Background: an optimization exercise with open tools, aiming at small area, a short achievable clock period and few clock cycles. Do not read the settings as production practice.
Function was checked by simulation only, so behaviour that the tests miss may differ from the original.

run 1:
==> flow/design.v (excerpt) <==
module modular_exponentiation #(
	parameter int OPERAND_BITS = 32
) (
	input  logic        clk,
	input  logic        arst_n,
	input  logic        s_tvalid,
	output logic        s_tready,
	input  logic [95:0] s_tdata,
	output logic        m_tvalid,
	input  logic        m_tready,
	output logic [31:0] m_tdata,
	output logic        m_tuser
);
	localparam int W = OPERAND_BITS;
	typedef enum logic [2:0] {
		S_IDLE = 3'd0,
		S_CHK  = 3'd1,
		S_SKIP = 3'd2,
		S_RUN  = 3'd3,
		S_FRST = 3'd6,
		S_DONE = 3'd4,
		S_OUT  = 3'd5
	} seq_state_t;
	seq_state_t   state_q;
	logic [W-1:0] mod_q;
	logic [W-1:0] acc_q;
	logic [W-1:0] r_q;
	logic         bit_q;
	logic         sq_q;
	logic [4:0]   cnt_q;
	logic [4:0]   eidx_q;
	logic         err_q;
	logic [W-1:0] in_b;
	logic [W-1:0] in_e;
	logic [W-1:0] step;
	logic         ebit;
	logic         last;
	assign in_b = s_tdata[31:0];
	assign in_e = s_tdata[63:32];
	assign ebit = in_e[eidx_q];
	assign last = (cnt_q == 5'd0);
	mexp_unit #(
		.W(W)
	) u_unit (
		.bit_i(bit_q),
		.r_i  (r_q),
		.a_i  (acc_q),
		.m_i  (mod_q),
		.y_o  (step)
	);
	always_ff @(posedge clk) begin
		mod_q <= s_tdata[95:64];
	end
	always_ff @(posedge clk or negedge arst_n) begin
		if (!arst_n) begin
			state_q <= S_IDLE;
  ...
Size in the first run: roughly 110 flip-flops, about 140 I/O pins.
export LEC_CHECK = 0
export CAP_MARGIN = 20
export CORE_MARGIN = 2
export CORE_UTILIZATION = 40
export SETUP_SLACK_MARGIN = 2.25
export SLEW_MARGIN = 20
export TNS_END_PERCENT = 100
create_clock -name core_clock -period 7.0 [get_ports {clk}]
standard.sh (not shown) runs the stock make flow with config.mk's settings and CLKGATE_MAP_FILE= SYNTH_SCRIPT=/design/flow/synth_recipe.tcl, a recipe that flattens the netlist after the stock synthesis.
==> flow/flow/run.sh <==
#!/bin/bash
# layout flow: the standard one, except that the port buffers (every input and output port still
# gets one) are the platform's smallest plain buffer instead of the delay buffer buffer_ports picks
bash standard.sh "BUFFER_PORTS_ARGS=-buffer_cell sky130_fd_sc_hd__buf_1" finish > standard.log 2>&1
Run 1: done, clean on timing, DRC and antenna
Testbench counts of run 1, summed over its fixed seeds: cycles 282,571.
Setup changes, run 1 to run 2
- a change of SETUP_SLACK_MARGIN from 2.25 to 2.5
Results
- Looking at the reports, run 2 completed the entire flow and the layout it produced met the timing, DRC and antenna checks.
- Final instance count without filler cells: run 1 vs run 2 identical
- The synthesis-to-finish area growth in run 2 sits 0.71 points above the value recorded for run 1.
- Fraction of synthesized area in multiplexers came out exactly the same in run 1 and run 2.
What run 3 does differently from run 2 at the input level:
- CORE_UTILIZATION changed from 40 to 55
--- outcome ---
~same clock-cell share of area in run 3 and run 2
Measured slew at the worst slew-check pin | run 3 below run 2
In terms of CTS clock-pin slew for the worst setup and hold paths, run 3 and run 2 differ only marginally.
Looking at number of fill cells in the layout across run 3 and run 2, the one that comes out higher is run 2.
Count of placed standard cells including taps down 68 in run 3 wrt run 2
Final area delta (run 2 -> run 3): insignificant
Reported max-cap violation count essentially unchanged between run 2 and run 3.
Changes observed in run 3 relative to run 2: horizontal die dimension has decreased.
Run 3 vs run 2 — total routing usage reported by global routing rose 6.1 points.
For run 4, these inputs were changed with respect to run 3:
- CORE_UTILIZATION changed from 55 to 40
- SETUP_SLACK_MARGIN changed from 2.5 to 2.8
Side by side, total setup buffers inserted after CTS turned out higher in run 4 than in run 3.
Compared with run 3, run 4 shows a critical path depth that is 3 lower.
From run 4 to run 3, number of clock sinks did not move at all.
Comparing run 3 and run 4, the higher fraction of layout instances using a drive strength above 1 was measured on run 4.
Layout overhead on the synthesized area, run 3 and run 4: lower on run 3
Looking at full die area, run 4 sits above run 3.
Going from run 3 to run 4, global-route total usage across every layer went down 6.1 points, routed wire length went up about 11%, post-route core utilization went down 15 points.
--- input diff run 4..run 5 ---
- swapping 2.8 for 2.9 in SETUP_SLACK_MARGIN
==> run notes <==
The total length of routed met3 wires in run 5 was higher than what run 4 gave.
On worst slew margin relative to its limit: run 5 sits below run 4.
Run 5 vs. run 4: final area saw an increase; minimum clock period saw an increase; number of library cell types mapped by synthesis saw little to no change.
As far as number of flip-flops and latches goes, run 5 and run 4 are indistinguishable; the numbers are identical.


Starting RTL as in the previous note.
export LEC_CHECK = 0
export CAP_MARGIN = 20
export CORE_MARGIN = 2
export CORE_UTILIZATION = 55
export SETUP_SLACK_MARGIN = 2.75
export SLEW_MARGIN = 20
export TNS_END_PERCENT = 100
create_clock -name core_clock -period 7.0 [get_ports {clk}]
Scripts as last shown in full above: flow/flow/run.sh
The starting point completed with no timing, DRC or antenna violations.
Testbench counts at the start, summed over its fixed seeds: cycles 282,571.
Next try:
CORE_UTILIZATION = 45   (was 55)
SETUP_SLACK_MARGIN = 2.7   (was 2.75)
The new run went through all stages and came out clean. Global-route usage went down by 4.3 points. Register-to-register slack improves by 0.02 ns.
Next try:
CORE_UTILIZATION = 40   (was 45)
Result: The new run went through all stages and came out clean; routed wire length increases by 2.0%; setup slack improved by 0.051 ns; die area went up by 12%; area after synthesis is unchanged.
Next try:
CORE_UTILIZATION = 55   (was 40)
SETUP_SLACK_MARGIN = 2.6   (was 2.7)
Effect:
- The new run completed with no timing, DRC or antenna violations
- clock-buffer cell count went up by 1
- non-clock buffer count came out higher by 19
- worst setup slack loses 0.15 ns


modular_exponentiation, a different RTL version from the one above (not shown whole).
Size: ~1,300 cells after synthesis, about 110 flip-flops, ~140 I/O pins, about 0.012 mm² of cells after synthesis.
clock: 7.0 ns
lec_check: 0
cap_margin: 20
core_margin: 2
core_utilization: 40
setup_slack_margin: 2.0
slew_margin: 20
tns_end_percent: 100
run.sh (not shown) runs the stock make flow with config.mk's settings and CLKGATE_MAP_FILE= SYNTH_SCRIPT=/design/flow/synth_recipe.tcl, a recipe that flattens the netlist after the stock synthesis.
Stock flow here: none of the scripts above is used.
Testbench counts at the start, summed over its fixed seeds: cycles 282,571.
Next try:
SETUP_SLACK_MARGIN = 3.0   (was 2.0)
Cell area climbs by roughly a tenth.
Area after synthesis stays the same.
Count of clock-buffer cells in the layout stays the same.
Worst hold slack loses 0.0046 ns.
Non-clock buffer count went up by 50.
Utilization climbs by 4.6 points.
Synthesized cell count does not change.
Critical path depth grows by 3.
Wire length is higher by a little under a tenth.
Next try:
ABC_AREA = 1   (was not set)
SETUP_SLACK_MARGIN = 2.5   (was 3.0)
Result:
- The new run finished clean
- cell area goes up by 3.9%
- setup slack degrades by 0.18 ns
- sequential cell count stays the same
- count of clock-buffer cells in the layout drops by 1
- synthesized area is higher by 16%
- global-route usage goes up by 4.6 points
- hold slack improved by 0.093 ns
- first-iteration DRC count is higher by 34%
Next try:
ABC_AREA = not set   (was 1)
CORE_UTILIZATION = 60   (was 40)
=>
- wire length decreases by about 33%
- critical path depth decreases by 3
- core utilization increases by 24 points
- via count decreases by about 26%
- global-route usage increases by 5.0 points
- worst setup slack loses 0.16 ns
- sequential cell count is unchanged
- cell area decreases by about 12%
Next try:
==> flow/flow/run.sh (new file) <==
#!/bin/bash
# layout flow: the standard one, except that the port buffers (every input and output port still
# gets one) are the platform's smallest plain buffer instead of the delay buffer buffer_ports picks
bash standard.sh "BUFFER_PORTS_ARGS=-buffer_cell sky130_fd_sc_hd__buf_1" finish > standard.log 2>&1
==> flow/standard.sh (new file) <==
#!/bin/bash
# synth_recipe.tcl (not shown) runs the flow's synth.tcl, then flattens the netlist and writes it again
# the make line also repeats each setting of config.mk as NAME=value (left out here)
make -C /OpenROAD-flow-scripts/flow DESIGN_CONFIG=/design/flow/config.mk WORK_HOME=/design/flow/orfs CLKGATE_MAP_FILE= SYNTH_SCRIPT=/design/flow/synth_recipe.tcl "${@:-finish}"
CORE_UTILIZATION = 40   (was 60)
SETUP_SLACK_MARGIN = 3.0   (was 2.5)
removed: flow/run.sh
After rerunning: Cell area rises by a few percent. Count of clock-buffer cells in the layout came out lower by 1. Global-route usage falls by 10 points. First-iteration DRC count goes up slightly. Clock skew came out higher by 0.0077 ns. Die area grows by well over a third. Hold slack gets worse by 0.0062 ns.


Another version of the RTL of modular_exponentiation (not shown whole).
Size: ~110 flip-flops, ~140 I/O pins.
## modular_exponentiation
module modular_exponentiation #(
	parameter int OPERAND_BITS = 32
) (
	input  logic        clk,
	input  logic        arst_n,
	input  logic        s_tvalid,
	output logic        s_tready,
	input  logic [95:0] s_tdata,
	output logic        m_tvalid,
	input  logic        m_tready,
	output logic [31:0] m_tdata,
	output logic        m_tuser
);
export LEC_CHECK = 0
export ABC_CLOCK_PERIOD_IN_PS = 2500
export CAP_MARGIN = 20
export CORE_MARGIN = 2
export CORE_UTILIZATION = 40
export SETUP_SLACK_MARGIN = 3.5
export SLEW_MARGIN = 20
export TNS_END_PERCENT = 100
create_clock -name core_clock -period 7.0 [get_ports {clk}]
Stock flow here: none of the scripts above is used.
The first run completed with no timing, DRC or antenna violations.
Testbench counts at the start, summed over its fixed seeds: cycles 282,571.
Change:
ABC_CLOCK_PERIOD_IN_PS = unset   (was 2500)
SETUP_SLACK_MARGIN = unset   (was 3.5)
TNS_END_PERCENT = unset   (was 100)
Register-to-register slack is worse by 1.0 ns.
Cell count came out lower by a few percent.


Setup of amber:
modular_exponentiation, a different RTL version from the one above (not shown whole).
Size: roughly 1,400 cells after synthesis, ~110 flip-flops, about 140 I/O pins, ~12,000 um2 of cells after synthesis.
clock: 7.0 ns
lec_check: 0
cap_margin: 20
core_margin: 2
core_utilization: 40
setup_slack_margin: 2.5
slew_margin: 20
tns_end_percent: 100
standard.sh (not shown) runs the stock make flow with config.mk's settings and CLKGATE_MAP_FILE= SYNTH_SCRIPT=/design/flow/synth_recipe.tcl, a recipe that flattens the netlist after the stock synthesis.
==> flow/flow/run.sh <==
#!/bin/bash
# layout flow: the standard one, except that repair may resize cells to any footprint
# (the platform default limits resizing to cells of the same footprint)
bash standard.sh MATCH_CELL_FOOTPRINT=0 finish > standard.log 2>&1
Testbench counts of amber, summed over its fixed seeds: cycles 282,571.
#### Input delta (raven over amber)
- an added ABC_AREA of 1
==> flow/run.sh (new file) <==
#!/bin/bash
# synth_recipe.tcl (not shown) runs the flow's synth.tcl, then flattens the netlist and writes it again
# the make line also repeats each setting of config.mk as NAME=value (left out here)
make -C /OpenROAD-flow-scripts/flow DESIGN_CONFIG=/design/flow/config.mk WORK_HOME=/design/flow/orfs CLKGATE_MAP_FILE= SYNTH_SCRIPT=/design/flow/synth_recipe.tcl finish
removed: flow/flow/run.sh
removed: flow/standard.sh
Results
Number of filler cells placed in the layout was lower in amber than in raven. raven reports its dominant combinational cell family by area after synthesis as simple AND/OR/NAND/NOR gates while amber reports adder cells. Per the comparison of raven with amber, area overhead of the layout relative to synthesis decreased 3.8 points, final setup skew essentially unchanged, total number of sequential cells essentially unchanged, number of clock buffers in the layout increased 1, multi-input gate share of total cell area decreased 0.39 points. In the flow results for raven and amber, the number of vias after detailed routing is smaller on amber. Taking amber as the reference, in raven number of buffers and inverters on the critical path shows a reduction of 1; sum of routed wire length over all layers went up.
### raven -> nickel
- ABC_AREA: 1 -> unset
- SETUP_SLACK_MARGIN: 2.5 -> 3.5
==> flow/flow/run.sh (new file) <==
#!/bin/bash
# layout flow: the standard one, except that repair may resize cells to any footprint
# (the platform default limits resizing to cells of the same footprint)
bash standard.sh MATCH_CELL_FOOTPRINT=0 finish > standard.log 2>&1
==> flow/standard.sh (new file) <==
#!/bin/bash
# synth_recipe.tcl (not shown) runs the flow's synth.tcl, then flattens the netlist and writes it again
# the make line also repeats each setting of config.mk as NAME=value (left out here)
make -C /OpenROAD-flow-scripts/flow DESIGN_CONFIG=/design/flow/config.mk WORK_HOME=/design/flow/orfs CLKGATE_MAP_FILE= SYNTH_SCRIPT=/design/flow/synth_recipe.tcl "${@:-finish}"
removed: flow/run.sh
--- outcome ---
From raven to nickel the numbers moved as follows: initial cell density of the core stayed essentially flat.
The combinational family with the most area after synthesis comes out adder cells in one run and simple AND/OR/NAND/NOR gates in the other, namely in nickel and raven respectively.
Sort nickel and raven by number of cells upsized or downsized after cts, ascending, and raven comes first.


build 13:
RTL: one of the versions met above, not the one the previous note started from.
Size in the first run: about 1,300 cells after synthesis, roughly 110 flip-flops, roughly 140 I/O pins, about 0.012 mm^2 of cells after synthesis.
Settings: LEC_CHECK=0, CAP_MARGIN=20, CORE_MARGIN=2, CORE_UTILIZATION=40, SETUP_SLACK_MARGIN=2.5, SLEW_MARGIN=20, TNS_END_PERCENT=100; clock period 7.0 ns.
==> flow/flow/run.sh <==
#!/bin/bash
# layout flow: the standard one, except that the port buffers (every input and output port still
# gets one) are the platform's smallest plain buffer instead of the delay buffer buffer_ports picks
bash standard.sh "BUFFER_PORTS_ARGS=-buffer_cell sky130_fd_sc_hd__buf_1" finish > standard.log 2>&1
In summary, build 13 completed successfully, with a layout that passed the timing, DRC and antenna checks.
Testbench counts of build 13, summed over its fixed seeds: cycles 282,571.
Modified inputs, build 17 compared to build 13
==> flow/run.sh (new file) <==
#!/bin/bash
# synth_recipe.tcl (not shown) runs the flow's synth.tcl, then flattens the netlist and writes it again
# the make line also repeats each setting of config.mk as NAME=value (left out here)
make -C /OpenROAD-flow-scripts/flow DESIGN_CONFIG=/design/flow/config.mk WORK_HOME=/design/flow/orfs CLKGATE_MAP_FILE= SYNTH_SCRIPT=/design/flow/synth_recipe.tcl finish
removed: flow/flow/run.sh
removed: flow/standard.sh
## What came out
Re die area: no difference whatsoever between build 13 and build 17. Relative to build 13, the routed wire length measured on build 17 has increased by a few percent. Build 17 vs. build 13: wire length of the first global-routing pass went up by 2.1 mm. Diff build 13 -> build 17 | wire length on met2 | up by a few percent. Compared with build 13, build 17 shows a lower fraction of standard cell area in multi-input logic. Relative to build 13, the non-clock buffer total of the final layout of build 17 is lower by about 1.3%. ~same via count in build 17 and build 13.
Inputs modified between build 17 and build 50:
==> flow/flow/run.sh (new file) <==
#!/bin/bash
# layout flow: the standard one, except that the port buffers (every input and output port still
# gets one) are the platform's smallest plain buffer instead of the delay buffer buffer_ports picks
bash standard.sh "BUFFER_PORTS_ARGS=-buffer_cell sky130_fd_sc_hd__buf_1" finish > standard.log 2>&1
==> flow/standard.sh (new file) <==
#!/bin/bash
# synth_recipe.tcl (not shown) runs the flow's synth.tcl, then flattens the netlist and writes it again
# the make line also repeats each setting of config.mk as NAME=value (left out here)
make -C /OpenROAD-flow-scripts/flow DESIGN_CONFIG=/design/flow/config.mk WORK_HOME=/design/flow/orfs CLKGATE_MAP_FILE= SYNTH_SCRIPT=/design/flow/synth_recipe.tcl "${@:-finish}"
--- a/flow/config.mk
+++ b/flow/config.mk
@@ -8,6 +8,6 @@
 export CAP_MARGIN = 20
 export CORE_MARGIN = 2
-export CORE_UTILIZATION = 40
-export SETUP_SLACK_MARGIN = 2.5
+export CORE_UTILIZATION = 55
+export SETUP_SLACK_MARGIN = 2.75
 export SLEW_MARGIN = 20
 export TNS_END_PERCENT = 100
removed: flow/run.sh
[summary]
Area growth from synthesis to final layout in build 50 vs build 17: down 6.4 points
Build 50 ends up with a final hold slack that is 0.015 ns lower than in build 17.
Comparing build 17 and build 50, register-to-register slack is lower on build 17.
Area share of buffers outside the clock network: build 50 vs build 17 down 5.0 points
Build 50 was carried through to the last stage, and its layout satisfied the timing, DRC and antenna checks.
Via count, build 17 and build 50: larger value in build 50
Looking at met1 usage in global routing, build 50 sits 9.5 points above build 17.
Going from build 17 to build 50, non-clock buffer count grew by a little under 10%.

## port drivers added, routing unchanged
Ports are ideal in the flow. The routed layouts listed here were re-timed in OpenROAD.
Step 1, drivers: a clkbuf_16 drives clk and a buf_2 each remaining input, both assumed.
Step 2 adds t to the input delays and takes it off the output delays; t is the mean of the earliest and latest rising clock arrival at the registers after step 1. Input paths then give back, and output paths get back, about the clock's delay inside the block.
a / b / c = no drivers / after step 1 / after step 2; a / b = the first two.
run | t (ns) | setup WS [ns] | slew at the worst register clock pin (ns)
run 1 | 0.418 | 2.464 / 2.464 / 2.464 | 0.09 / 0.09
run 2 | 0.416 | 2.641 / 2.641 / 2.641 | 0.09 / 0.09
run 3 | 0.411 | 2.713 / 2.713 / 2.713 | 0.08 / 0.08
run 4 | 0.419 | 2.810 / 2.810 / 2.810 | 0.09 / 0.09
run 5 | 0.423 | 2.765 / 2.765 / 2.765 | 0.09 / 0.09
the first run of note 2 | 0.412 | 2.786 / 2.786 / 2.786 | 0.08 / 0.08
the second run of note 2 | 0.407 | 2.806 / 2.806 / 2.806 | 0.08 / 0.08
the third run of note 2 | 0.419 | 2.857 / 2.857 / 2.857 | 0.08 / 0.08
the fourth run of note 2 | 0.417 | 2.707 / 2.707 / 2.707 | 0.08 / 0.08
the first run of note 3 | 0.416 | 2.224 / 2.224 / 2.224 | 0.09 / 0.09
the second run of note 3 | 0.419 | 2.993 / 2.993 / 2.993 | 0.09 / 0.09
the third run of note 3 | 0.421 | 2.815 / 2.815 / 2.815 | 0.09 / 0.09
the fourth run of note 3 | 0.412 | 2.660 / 2.660 / 2.660 | 0.08 / 0.08
the fifth run of note 3 | 0.421 | 2.862 / 2.862 / 2.862 | 0.09 / 0.09
the first run of note 4 | 0.422 | 2.910 / 2.910 / 2.910 | 0.08 / 0.08
the second run of note 4 | 0.418 | 1.904 / 1.904 / 1.904 | 0.08 / 0.08
amber | 0.419 | 2.528 / 2.528 / 2.528 | 0.08 / 0.08
raven | 0.427 | 2.915 / 2.915 / 2.915 | 0.09 / 0.09
nickel | 0.424 | 2.875 / 2.875 / 2.875 | 0.09 / 0.09
build 13 | 0.416 | 2.601 / 2.601 / 2.601 | 0.09 / 0.09
build 17 | 0.418 | 2.695 / 2.695 / 2.695 | 0.09 / 0.09
build 50 | 0.422 | 2.830 / 2.830 / 2.830 | 0.09 / 0.09
After both steps setup and hold are still met in every run listed.
